Context: an optimization exercise on an open-source flow, tuned for small area, a short achievable clock period and few clock cycles per item. The choices shown serve that exercise and are no tape-out recipe.
In this exercise RTL edits were held to simulation tests only and were not proved equivalent to the original.

==> inputs of 03-14 <==
==> flow/design.v (excerpt) <==
module conv_stream_mc
#(
  parameter int WORD_LENGTH = conv_pkg::WORD_LENGTH_DEF,
  parameter int ACC_WIDTH   = conv_pkg::ACC_WIDTH_DEF,
  parameter int IMAGE_SIZE  = conv_pkg::IMAGE_SIZE_DEF,
  parameter int KERNEL_SIZE = conv_pkg::KERNEL_SIZE_DEF,
  parameter int STRIDE      = conv_pkg::STRIDE_DEF,
  parameter int OUT_CH      = conv_pkg::OUT_CH_DEF
) (
  input  logic                                            clk,
  input  logic                                            rst,
  input  logic                                            weight_load,
  input  logic [OUT_CH*KERNEL_SIZE*KERNEL_SIZE*WORD_LENGTH-1:0] weight_value,
  input  logic [OUT_CH*ACC_WIDTH-1:0]                     bias_value,
  input  logic                                            relu_en,
  input  logic                                            in_valid,
  output logic                                            in_ready,
  input  logic [WORD_LENGTH-1:0]                          data_in,
  output logic                                            out_valid,
  input  logic                                            out_ready,
  output logic [OUT_CH*ACC_WIDTH-1:0]                     data_out,
  output logic [conv_pkg::IDX_WIDTH-1:0]                  out_row,
  output logic [conv_pkg::IDX_WIDTH-1:0]                  out_col,
  output logic                                            frame_done
);
Settings: LEC_CHECK=0, CAP_MARGIN=20, CORE_MARGIN=2, CORE_UTILIZATION=55, CTS_CLUSTER_DIAMETER=100, CTS_CLUSTER_SIZE=26, SLEW_MARGIN=60, SYNTH_HIERARCHICAL=1, SYNTH_MINIMUM_KEEP_SIZE=0; clock period 20.0 ns.
run.sh (not shown) runs the stock make flow with config.mk's settings and CLKGATE_MAP_FILE= SYNTH_SCRIPT=/design/flow/synth_recipe.tcl, a recipe that flattens the netlist after the stock synthesis.
==> 02-23: changes against 03-14 <==
==> flow/flow/run.sh (new file) <==
#!/bin/bash
export BUFFER_PORTS_ARGS="-buffer_cell sky130_fd_sc_hd__buf_1"
bash standard.sh SETUP_SLACK_MARGIN=14.8 finish > standard.log 2>&1
==> flow/standard.sh (new file) <==
#!/bin/bash
# synth_recipe.tcl (not shown) runs the flow's synth.tcl, then flattens the netlist and writes it again
# the make line also repeats each setting of config.mk as NAME=value (left out here)
make -C /OpenROAD-flow-scripts/flow DESIGN_CONFIG=/design/flow/config.mk WORK_HOME=/design/flow/orfs CLKGATE_MAP_FILE= SYNTH_SCRIPT=/design/flow/synth_recipe.tcl "${@:-finish}"
CORE_UTILIZATION = 68   (was 55)
CTS_CLUSTER_DIAMETER = unset   (was 100)
CTS_CLUSTER_SIZE = unset   (was 26)
removed: flow/run.sh
==> 04-07: changes against 03-14 <==
==> flow/flow/run.sh (new file) <==
#!/bin/bash
export BUFFER_PORTS_ARGS="-buffer_cell sky130_fd_sc_hd__buf_1"
bash standard.sh SETUP_SLACK_MARGIN=14.8 finish > standard.log 2>&1
==> flow/standard.sh (new file) <==
#!/bin/bash
# synth_recipe.tcl (not shown) runs the flow's synth.tcl, then flattens the netlist and writes it again
# the make line also repeats each setting of config.mk as NAME=value (left out here)
make -C /OpenROAD-flow-scripts/flow DESIGN_CONFIG=/design/flow/config.mk WORK_HOME=/design/flow/orfs CLKGATE_MAP_FILE= SYNTH_SCRIPT=/design/flow/synth_recipe.tcl "${@:-finish}"
removed: flow/run.sh
==> comparison table <==
| quantity | 02-23 | 03-14 | 04-07 |
|---|---|---|---|
| Min cycle time layout | 5.41 ns | 5.84 ns | 5.37 ns |
| Row cnt | 164 | 182 | 182 |
| Diode count | 15 | 8 | 9 |
| Maximum number of pins on one net before global-route repair | 82 | 81 | 84 |
| Net total in the final layout | 13900 | 13700 | 13800 |
| Non-clock buffer share | 4.77% | 5.69% | 4.61% |
| Antenna violations before repair | 18 | 12 | 12 |
| Well tap count | 2656 | 3220 | 3220 |
| Fill count | 12200 | 18900 | 19100 |
| Die X-Extent | 451 um | 502 um | 502 um |
| Post-Layout Cell Count | 13000 | 13200 | 13400 |
| Worst-path clk slew | 0.06 ns | 0.10 ns | 0.10 ns |
| Clock buffer and inverter area fraction after layout | 3.85% | 2.26% | 2.21% |
| Fmax | 185 MHz | 171 MHz | 186 MHz |
| Number of H-tree branching levels | 4 | 3 | 3 |
| Detailed-placement wirelength estimate | 325 mm | 339 mm | 326 mm |
| Result of the run | complete, no violations | complete, no violations | complete, no violations |
Testbench counts of 03-14, summed over its fixed seeds: cycles 18,840, pixels 18,816.
Testbench counts of 02-23, summed over its fixed seeds: cycles 18,840, pixels 18,816.
Testbench counts of 04-07, summed over its fixed seeds: cycles 18,840, pixels 18,816.

-- afterwards: timing with drivers on the ports --
Ports are ideal in the flow. The routed layouts listed here were re-timed in OpenROAD. Step 1, drivers: a clkbuf_16 drives clk and a buf_2 each remaining input, both assumed. Step 2 times the ports against the registers' clock, not the clock port: input delays grow and output delays shrink by t, the midpoint of the rising clock arrivals with the driver on. Three values: ideal, step 1, step 2; two values: the first two.
run | t, ns | slack for setup (ns) | hold slack, ns | worst setup path at the end
03-14 | 0.929 | 14.160 / 14.053 / 13.841 | 0.393 / 0.393 / 0.393 | input to register
02-23 | 0.938 | 14.590 / 14.493 / 13.970 | 0.395 / 0.395 / 0.395 | input to register
04-07 | 0.904 | 14.632 / 14.525 / 14.062 | 0.408 / 0.408 / 0.408 | input to register
After both steps every run listed still meets setup and hold. For 02-23, which loses most, drivers alone change the setup slack by -0.097 ns; drivers and shift together by -0.620 ns.
